Source: an optimization exercise on an open RTL-to-GDS flow (aim: small area and a short achievable clock period). Production flows keep margins and buffers that such runs may drop. Only simulation tests tie the RTL to the original design; equivalence was not proved. Power is estimated from default activity; no workload was simulated.

==> sierra: inputs <==
==> flow/design.v <==
`default_nettype none
package ldpc_types_pkg;
    typedef logic signed [8-1:0] llr_t;
    typedef logic [8-1:0] mag_t;
    typedef logic [6-1:0] loc_t;
    typedef struct packed {
        llr_t a0;
        llr_t a1;
        llr_t a2;
        llr_t a3;
        llr_t a4;
        llr_t a5;
    } llr_row_t;
    typedef mag_t [7:0] mag_vec_t;
endpackage
`default_nettype wire
`default_nettype none
package ldpc_axil_pkg;
    typedef logic [31:0] axil_addr_t;
    typedef logic [31:0] axil_data_t;
    typedef logic [1:0]  axil_resp_t;
    localparam axil_resp_t AXIL_OKAY   = 2'd0;
    localparam axil_resp_t AXIL_SLVERR = 2'd2;
    typedef struct packed {
        axil_addr_t awaddr;
        logic       awvalid;
        axil_data_t wdata;
        logic [3:0] wstrb;
        logic       wvalid;
        logic       bready;
        axil_addr_t araddr;
        logic       arvalid;
        logic       rready;
    } axil_req_t;
    typedef struct packed {
        logic       awready;
        logic       wready;
        logic       bvalid;
        axil_resp_t bresp;
        logic       arready;
        logic       rvalid;
        axil_data_t rdata;
        axil_resp_t rresp;
    } axil_rsp_t;
endpackage
`default_nettype wire
`timescale 1ns/10ps
`default_nettype none
module ldpc_minsigner (
    input  wire logic        i_clock,
    input  wire logic        i_reset,
    input  wire logic [47:0] i_row,
    input  wire logic        i_valid,
    input  wire logic [8:0]  i_neg_offset,
    output      logic [47:0] o_row,
    output      logic        o_valid
);
function automatic less8(input [7:0] a, input [7:0] b);
    less8 = 1'b0;
    for (int i = 0; i < 8; i++) begin
        less8 = (~a[i] & b[i]) | ((~a[i] | b[i]) & less8);
    end
endfunction
logic [7:0]  key_in [6];
logic        lt_in  [6][6];    
always_comb begin
    for (int i = 0; i < 6; i++) begin
        key_in[i] = {i_row[(5-i)*8 +: 7] ^ {7{i_row[(5-i)*8+7]}}, i_row[(5-i)*8+7]};
    end
    for (int j = 0; j < 6; j++) begin
        for (int k = 0; k < 6; k++) begin
            lt_in[j][k] = (j > k) ? less8(key_in[j], key_in[k]) : 1'b0;
        end
    end
end
logic [7:0]  key_s1 [6];
logic        lt_s1  [6][6];
always_ff @(posedge i_clock) begin
    for (int i = 0; i < 6; i++) begin
        key_s1[i] <= key_in[i];
    end
    for (int j = 1; j < 6; j++) begin
        for (int k = 0; k < j; k++) begin
            lt_s1[j][k] <= lt_in[j][k];
        end
    end
end
logic [5:0]  beats  [6];
logic [5:0]  is_min;
logic [5:0]  is_sec;
logic [7:0]  min1_key;
logic [7:0]  min2_key;
logic        parity;
always_comb begin
    for (int j = 0; j < 6; j++) begin
        for (int k = 0; k < 6; k++) begin
            if (j == k)     beats[j][k] = 1'b1;
            else if (j > k) beats[j][k] = lt_s1[j][k];
            else            beats[j][k] = ~lt_s1[k][j];
        end
    end
    for (int j = 0; j < 6; j++) begin
        is_min[j] = &beats[j];
        is_sec[j] = 1'b0;
        for (int k = 0; k < 6; k++) begin
            if (k != j) begin
                is_sec[j] = is_sec[j] | (&(beats[j] | (6'b1 << k)) & ~beats[j][k]);
            end
        end
    end
    min1_key = '0;
    min2_key = '0;
    parity   = 1'b0;
    for (int j = 0; j < 6; j++) begin
        min1_key = min1_key | ({8{is_min[j]}} & key_s1[j]);
        min2_key = min2_key | ({8{is_sec[j]}} & key_s1[j]);
        parity   = parity ^ key_s1[j][0];
    end
end
logic [7:0]  key1_s2;
logic [7:0]  key2_s2;
logic [5:0]  loc_s2;
logic [5:0]  sign_s2;
always_ff @(posedge i_clock) begin
    key1_s2 <= min1_key;
    key2_s2 <= min2_key;
    loc_s2  <= is_min;
    for (int i = 0; i < 6; i++) begin
        sign_s2[i] <= parity ^ key_s1[i][0];
    end
end
logic [8:0]  dif1;
logic [8:0]  dif2;
logic [7:0]  cor1_s3;
logic [7:0]  cor2_s3;
logic [5:0]  loc_s3;
logic [5:0]  sign_s3;
always_comb begin
    dif1 = {2'b0, key1_s2[7:1]} + i_neg_offset + {8'b0, key1_s2[0]};
    dif2 = {2'b0, key2_s2[7:1]} + i_neg_offset + {8'b0, key2_s2[0]};
end
always_ff @(posedge i_clock) begin
    cor1_s3 <= dif1[8] ? 8'd0 : dif1[7:0];
    cor2_s3 <= dif2[8] ? 8'd0 : dif2[7:0];
    loc_s3  <= loc_s2;
    sign_s3 <= sign_s2;
end
logic [7:0]  neg1;
logic [7:0]  neg2;
logic [47:0] row_out;
always_comb begin
    neg1 = -cor1_s3;
    neg2 = -cor2_s3;
    for (int i = 0; i < 6; i++) begin
        row_out[(5-i)*8 +: 8] = loc_s3[i] ? (sign_s3[i] ? neg2 : cor2_s3)
                                          : (sign_s3[i] ? neg1 : cor1_s3);
    end
end
always_ff @(posedge i_clock) begin
    o_row <= row_out;
end
logic [2:0]  valid_sr;
always_ff @(posedge i_clock) begin
    if (i_reset) begin
        valid_sr <= '0;
        o_valid  <= 1'b0;
    end else begin
        valid_sr <= {valid_sr[1:0], i_valid};
        o_valid  <= valid_sr[2];
    end
end
endmodule
`default_nettype wire
`timescale 1ns/10ps
`default_nettype none
module ldpc_ctrl_regs (
    input  wire logic        i_clock,
    input  wire logic        i_reset,
    input  wire logic [31:0] i_awaddr,
    input  wire logic        i_awvalid,
    output      logic        o_awready,
    input  wire logic [31:0] i_wdata,
    input  wire logic [3:0]  i_wstrb,
    input  wire logic        i_wvalid,
    output      logic        o_wready,
    output      logic        o_bvalid,
    output      logic [1:0]  o_bresp,
    input  wire logic        i_bready,
    input  wire logic [31:0] i_araddr,
    input  wire logic        i_arvalid,
    output      logic        o_arready,
    output      logic        o_rvalid,
    output      logic [31:0] o_rdata,
    output      logic [1:0]  o_rresp,
    input  wire logic        i_rready,
    input  wire logic        i_row_done,
    output      logic [8:0]  o_neg_offset
);
logic        aw_ready;
logic        ar_ready;
logic        b_valid;
logic        r_valid;
logic        b_err;
logic        r_err;
logic [31:0] r_data;
logic [31:0] row_count;
logic [7:0]  neg_offset;     
logic [7:0]  wr_neg;
assign wr_neg = -i_wdata[7:0];
always_ff @(posedge i_clock) begin
    if (i_reset) begin
        aw_ready <= 1'b0;
        b_valid  <= 1'b0;
        neg_offset <= '0;
    end else begin
        aw_ready <= 1'b0;
        if (aw_ready) begin
            b_valid <= 1'b1;
            if (i_awaddr == 32'h0000_0000 && i_wstrb[0]) begin
                neg_offset <= wr_neg;
            end
        end else if (b_valid) begin
            if (i_bready) begin
                b_valid <= 1'b0;
            end
        end else if (i_awvalid && i_wvalid) begin
            aw_ready <= 1'b1;
        end
    end
end
always_ff @(posedge i_clock) begin
    if (aw_ready) begin
        b_err <= i_awaddr != 32'h0000_0000;
    end
end
always_ff @(posedge i_clock) begin
    if (i_reset) begin
        ar_ready <= 1'b0;
        r_valid  <= 1'b0;
    end else begin
        ar_ready <= 1'b0;
        if (ar_ready) begin
            r_valid <= 1'b1;
        end else if (r_valid) begin
            if (i_rready) begin
                r_valid <= 1'b0;
            end
        end else if (i_arvalid) begin
            ar_ready <= 1'b1;
        end
    end
end
always_ff @(posedge i_clock) begin
    if (ar_ready) begin
        r_err <= 1'b0;
        case (i_araddr)
            32'h0000_0000: r_data <= {24'b0, -neg_offset};
            32'h0000_0004:   r_data <= row_count;
            default: begin
                r_data <= '0;
                r_err  <= 1'b1;
            end
        endcase
    end
end
always_ff @(posedge i_clock) begin
    if (i_reset) begin
        row_count <= '0;
    end else if (i_row_done) begin
        row_count <= row_count + 1'b1;
    end
end
assign o_awready = aw_ready;
assign o_wready  = aw_ready;
assign o_bvalid  = b_valid;
assign o_bresp   = {b_err, 1'b0};
assign o_arready = ar_ready;
assign o_rvalid  = r_valid;
assign o_rdata   = r_data;
assign o_rresp   = {r_err, 1'b0};
assign o_neg_offset = {|neg_offset, neg_offset};
endmodule
`default_nettype wire
`timescale 1ns/10ps
`default_nettype none
module ldpc_check_node (
    input  wire logic        i_clock,
    input  wire logic        i_reset,
    input  wire logic [47:0] i_row,
    input  wire logic        i_valid,
    output      logic [47:0] o_row,
    output      logic        o_valid,
    input  wire logic [31:0] s_axil_awaddr,
    input  wire logic        s_axil_awvalid,
    output      logic        s_axil_awready,
    input  wire logic [31:0] s_axil_wdata,
    input  wire logic [3:0]  s_axil_wstrb,
    input  wire logic        s_axil_wvalid,
    output      logic        s_axil_wready,
    output      logic        s_axil_bvalid,
    output      logic [1:0]  s_axil_bresp,
    input  wire logic        s_axil_bready,
    input  wire logic [31:0] s_axil_araddr,
    input  wire logic        s_axil_arvalid,
    output      logic        s_axil_arready,
    output      logic        s_axil_rvalid,
    output      logic [31:0] s_axil_rdata,
    output      logic [1:0]  s_axil_rresp,
    input  wire logic        s_axil_rready
);
logic [8:0] neg_offset;
ldpc_ctrl_regs u_ctrl_regs (
    .i_clock    (i_clock),
    .i_reset    (i_reset),
    .i_awaddr   (s_axil_awaddr),
    .i_awvalid  (s_axil_awvalid),
    .o_awready  (s_axil_awready),
    .i_wdata    (s_axil_wdata),
    .i_wstrb    (s_axil_wstrb),
    .i_wvalid   (s_axil_wvalid),
    .o_wready   (s_axil_wready),
    .o_bvalid   (s_axil_bvalid),
    .o_bresp    (s_axil_bresp),
    .i_bready   (s_axil_bready),
    .i_araddr   (s_axil_araddr),
    .i_arvalid  (s_axil_arvalid),
    .o_arready  (s_axil_arready),
    .o_rvalid   (s_axil_rvalid),
    .o_rdata    (s_axil_rdata),
    .o_rresp    (s_axil_rresp),
    .i_rready   (s_axil_rready),
    .i_row_done (o_valid),
    .o_neg_offset (neg_offset)
);
ldpc_minsigner u_minsigner (
    .i_clock  (i_clock),
    .i_reset  (i_reset),
    .i_row    (i_row),
    .i_valid  (i_valid),
    .i_neg_offset (neg_offset),
    .o_row    (o_row),
    .o_valid  (o_valid)
);
endmodule
`default_nettype wire
==> flow/flow/run.sh <==
#!/bin/bash
# Standard layout, with plain buffers on the ports instead of the delay cell
# that buffer_ports picks by default.
export BUFFER_PORTS_ARGS="-buffer_cell sky130_fd_sc_hd__buf_1"
bash standard.sh > standard.log 2>&1
==> flow/standard.sh <==
#!/bin/bash
# synth_recipe.tcl (not shown) runs the flow's synth.tcl, then flattens the netlist and writes it again
# the make line also repeats each setting of config.mk as NAME=value (left out here)
make -C /OpenROAD-flow-scripts/flow DESIGN_CONFIG=/design/flow/config.mk WORK_HOME=/design/flow/orfs CLKGATE_MAP_FILE= SYNTH_SCRIPT=/design/flow/synth_recipe.tcl "${@:-finish}"
==> flow/config.mk <==
export PLATFORM = sky130hd
export DESIGN_NAME = ldpc_check_node
export DESIGN_NICKNAME = ldpc_check_node
export VERILOG_FILES = /design/flow/design.v
export SDC_FILE = /design/flow/constraint.sdc
export NUM_CORES = 4
export LEC_CHECK = 0
export ABC_AREA = 1
export CAP_MARGIN = 20
export CORE_MARGIN = 2
export CORE_UTILIZATION = 55
export CTS_BUF_LIST = sky130_fd_sc_hd__clkbuf_8
export CTS_CLUSTER_DIAMETER = 60
export CTS_CLUSTER_SIZE = 16
export SETUP_SLACK_MARGIN = 1.8
export SLEW_MARGIN = 20
==> flow/constraint.sdc <==
create_clock -name core_clock -period 4.0 [get_ports {i_clock}]
set_input_delay 0.8000 -clock core_clock [delete_from_list [all_inputs] [get_ports {i_clock}]]
set_output_delay 0.8000 -clock core_clock [all_outputs]
set_load 0.01 [all_outputs]
==> cedar: changes against sierra <==
--- a/flow/design.v
+++ b/flow/design.v
@@ -47,4 +47,37 @@
 `timescale 1ns/10ps
 `default_nettype none
+module ldpc_add #(
+    parameter int WIDTH = 4
+) (
+    input  wire logic [WIDTH-1:0] i_a,
+    input  wire logic [WIDTH-1:0] i_b,
+    input  wire logic             i_carry,
+    output      logic [WIDTH-1:0] o_sum,
+    output      logic             o_carry
+);
+logic [WIDTH:0] gen;
+logic [WIDTH:0] pro;
+logic [WIDTH:0] gen_n;
+logic [WIDTH:0] pro_n;
+always_comb begin
+    gen = {i_a & i_b, i_carry};
+    pro = {i_a | i_b, 1'b0};
+    for (int d = 1; d <= WIDTH; d = d * 2) begin
+        gen_n = gen;
+        pro_n = pro;
+        for (int i = d; i <= WIDTH; i++) begin
+            gen_n[i] = gen[i] | (pro[i] & gen[i-d]);
+            pro_n[i] = pro[i] & pro[i-d];
+        end
+        gen = gen_n;
+        pro = pro_n;
+    end
+end
+assign o_sum   = i_a ^ (i_b ^ gen[WIDTH-1:0]);
+assign o_carry = gen[WIDTH];
+endmodule
+`default_nettype wire
+`timescale 1ns/10ps
+`default_nettype none
 module ldpc_minsigner (
     input  wire logic        i_clock,
@@ -54,5 +87,6 @@
     input  wire logic [8:0]  i_neg_offset,
     output      logic [47:0] o_row,
-    output      logic        o_valid
+    output      logic        o_valid,
+    output      logic        o_done_early
 );
 function automatic less8(input [7:0] a, input [7:0] b);
@@ -102,10 +136,7 @@
     for (int j = 0; j < 6; j++) begin
         is_min[j] = &beats[j];
-        is_sec[j] = 1'b0;
-        for (int k = 0; k < 6; k++) begin
-            if (k != j) begin
-                is_sec[j] = is_sec[j] | (&(beats[j] | (6'b1 << k)) & ~beats[j][k]);
-            end
-        end
+    end
+    for (int j = 0; j < 6; j++) begin
+        is_sec[j] = ~is_min[j] & (&(beats[j] | is_min));
     end
     min1_key = '0;
@@ -130,17 +161,29 @@
     end
 end
-logic [8:0]  dif1;
-logic [8:0]  dif2;
 logic [7:0]  cor1_s3;
 logic [7:0]  cor2_s3;
 logic [5:0]  loc_s3;
 logic [5:0]  sign_s3;
-always_comb begin
-    dif1 = {2'b0, key1_s2[7:1]} + i_neg_offset + {8'b0, key1_s2[0]};
-    dif2 = {2'b0, key2_s2[7:1]} + i_neg_offset + {8'b0, key2_s2[0]};
-end
+logic [7:0]  sum1;
+logic [7:0]  sum2;
+logic        carry1;
+logic        carry2;
+ldpc_add #(.WIDTH(8)) u_add1 (
+    .i_a     ({1'b0, key1_s2[7:1]}),
+    .i_b     (i_neg_offset[7:0]),
+    .i_carry (key1_s2[0]),
+    .o_sum   (sum1),
+    .o_carry (carry1)
+);
+ldpc_add #(.WIDTH(8)) u_add2 (
+    .i_a     ({1'b0, key2_s2[7:1]}),
+    .i_b     (i_neg_offset[7:0]),
+    .i_carry (key2_s2[0]),
+    .o_sum   (sum2),
+    .o_carry (carry2)
+);
 always_ff @(posedge i_clock) begin
-    cor1_s3 <= dif1[8] ? 8'd0 : dif1[7:0];
-    cor2_s3 <= dif2[8] ? 8'd0 : dif2[7:0];
+    cor1_s3 <= (i_neg_offset[8] & ~carry1) ? 8'd0 : sum1;
+    cor2_s3 <= (i_neg_offset[8] & ~carry2) ? 8'd0 : sum2;
     loc_s3  <= loc_s2;
     sign_s3 <= sign_s2;
@@ -170,4 +213,5 @@
     end
 end
+assign o_done_early = valid_sr[2];
 endmodule
 `default_nettype wire
@@ -201,59 +245,67 @@
 logic        b_valid;
 logic        r_valid;
+logic        r_open;        
 logic        b_err;
 logic        r_err;
+logic        off_wr;        
 logic [31:0] r_data;
 logic [31:0] row_count;
-logic [7:0]  neg_offset;     
+logic [7:0]  neg_offset;    
 logic [7:0]  wr_neg;
+logic [7:0]  rd_off;
+logic        aw_take;
+logic        ar_take;
 assign wr_neg = -i_wdata[7:0];
+assign rd_off = -neg_offset;
+assign aw_take = ~aw_ready & ~b_valid & i_awvalid & i_wvalid;
 always_ff @(posedge i_clock) begin
     if (i_reset) begin
         aw_ready <= 1'b0;
+        off_wr   <= 1'b0;
         b_valid  <= 1'b0;
-        neg_offset <= '0;
     end else begin
-        aw_ready <= 1'b0;
+        aw_ready <= aw_take;
+        off_wr   <= aw_take && i_awaddr == 32'h0000_0000 && i_wstrb[0];
         if (aw_ready) begin
             b_valid <= 1'b1;
-            if (i_awaddr == 32'h0000_0000 && i_wstrb[0]) begin
-                neg_offset <= wr_neg;
-            end
-        end else if (b_valid) begin
-            if (i_bready) begin
-                b_valid <= 1'b0;
-            end
-        end else if (i_awvalid && i_wvalid) begin
-            aw_ready <= 1'b1;
+        end else if (i_bready) begin
+            b_valid <= 1'b0;
         end
     end
 end
 always_ff @(posedge i_clock) begin
-    if (aw_ready) begin
+    if (i_reset) begin
+        neg_offset <= '0;
+    end else if (off_wr) begin
+        neg_offset <= wr_neg;
+    end
+end
+always_ff @(posedge i_clock) begin
+    if (~b_valid) begin
         b_err <= i_awaddr != 32'h0000_0000;
     end
 end
+assign ar_take = ~ar_ready & ~r_valid & i_arvalid;
 always_ff @(posedge i_clock) begin
     if (i_reset) begin
         ar_ready <= 1'b0;
         r_valid  <= 1'b0;
+        r_open   <= 1'b1;
     end else begin
-        ar_ready <= 1'b0;
+        ar_ready <= ar_take;
         if (ar_ready) begin
             r_valid <= 1'b1;
-        end else if (r_valid) begin
-            if (i_rready) begin
-                r_valid <= 1'b0;
-            end
-        end else if (i_arvalid) begin
-            ar_ready <= 1'b1;
+            r_open  <= 1'b0;
+        end else if (i_rready) begin
+            r_valid <= 1'b0;
+            r_open  <= 1'b1;
         end
     end
 end
 always_ff @(posedge i_clock) begin
-    if (ar_ready) begin
+    if (r_open) begin
         r_err <= 1'b0;
         case (i_araddr)
-            32'h0000_0000: r_data <= {24'b0, -neg_offset};
+            32'h0000_0000: r_data <= {24'b0, rd_off};
             32'h0000_0004:   r_data <= row_count;
             default: begin
@@ -310,4 +362,5 @@
 );
 logic [8:0] neg_offset;
+logic       row_done;
 ldpc_ctrl_regs u_ctrl_regs (
     .i_clock    (i_clock),
@@ -330,5 +383,5 @@
     .o_rresp    (s_axil_rresp),
     .i_rready   (s_axil_rready),
-    .i_row_done (o_valid),
+    .i_row_done (row_done),
     .o_neg_offset (neg_offset)
 );
@@ -340,5 +393,6 @@
     .i_neg_offset (neg_offset),
     .o_row    (o_row),
-    .o_valid  (o_valid)
+    .o_valid  (o_valid),
+    .o_done_early (row_done)
 );
 endmodule
==> flow/flow/run.sh (replaced) <==
#!/bin/bash
# Standard layout (the standard.sh, all of ORFS's output in standard.log) with:
#  - plain buf_1 cells on the ports instead of the clkdlybuf4s50 delay cell that
#    buffer_ports picks by default (the resizer upsizes them where timing needs it),
#  - CTS without dummy loads.
export BUFFER_PORTS_ARGS="-buffer_cell sky130_fd_sc_hd__buf_1"
export CTS_ARGS="-sink_clustering_enable -repair_clock_nets -sink_clustering_size 16 -sink_clustering_max_diameter 60 -buf_list sky130_fd_sc_hd__clkbuf_8 -dont_use_dummy_load"
bash standard.sh > standard.log 2>&1
Settings changed: SETUP_SLACK_MARGIN 1.8 to 2.1.
==> notes <==
Of sierra and cedar, sierra has the higher worst hold slack (gap 0.014 ns). Die area: cedar is higher than sierra (1.8%). Against cedar, the total power of sierra is smaller by 0.41%. In cedar the routed wire length is larger than in sierra, by 7.4%. Of cedar and sierra, cedar has the higher non-clock buffer count (gap 12). Against sierra, the first-iteration DRC count of cedar is higher by about 7%. In cedar the clock power is smaller than in sierra, by about 9%.

-- static timing again, ports no longer ideal --
How much do the figures lean on ideal ports? The routed layouts below were timed once more, with nothing changed but the port constraints.
Step 1 assumes that a clkbuf_16 drives the clock port and a buf_2 every other input.
Step 2, shift: input delay + t, output delay - t, t = (earliest + latest rising clock arrival at the registers) / 2. This alone moves slack from input paths to output paths.
Three values: ideal, step 1, step 2; two values: the first two.
run	t (ns)	setup WS [ns]	worst hold slack (ns)	worst setup path after step 2	latest minus earliest clock arrival (ns)
sierra	0.552	1.942 / 1.911 / 1.406	0.331 / 0.331 / 0.331	input to register	0.024 / 0.024
cedar	0.571	2.131 / 2.084 / 1.611	0.318 / 0.318 / 0.318	input to register	0.046 / 0.046
After both steps setup and hold are still met in every run listed. The setup slack of sierra, which loses most, moves by -0.031 ns with the drivers and by -0.536 ns with both steps.
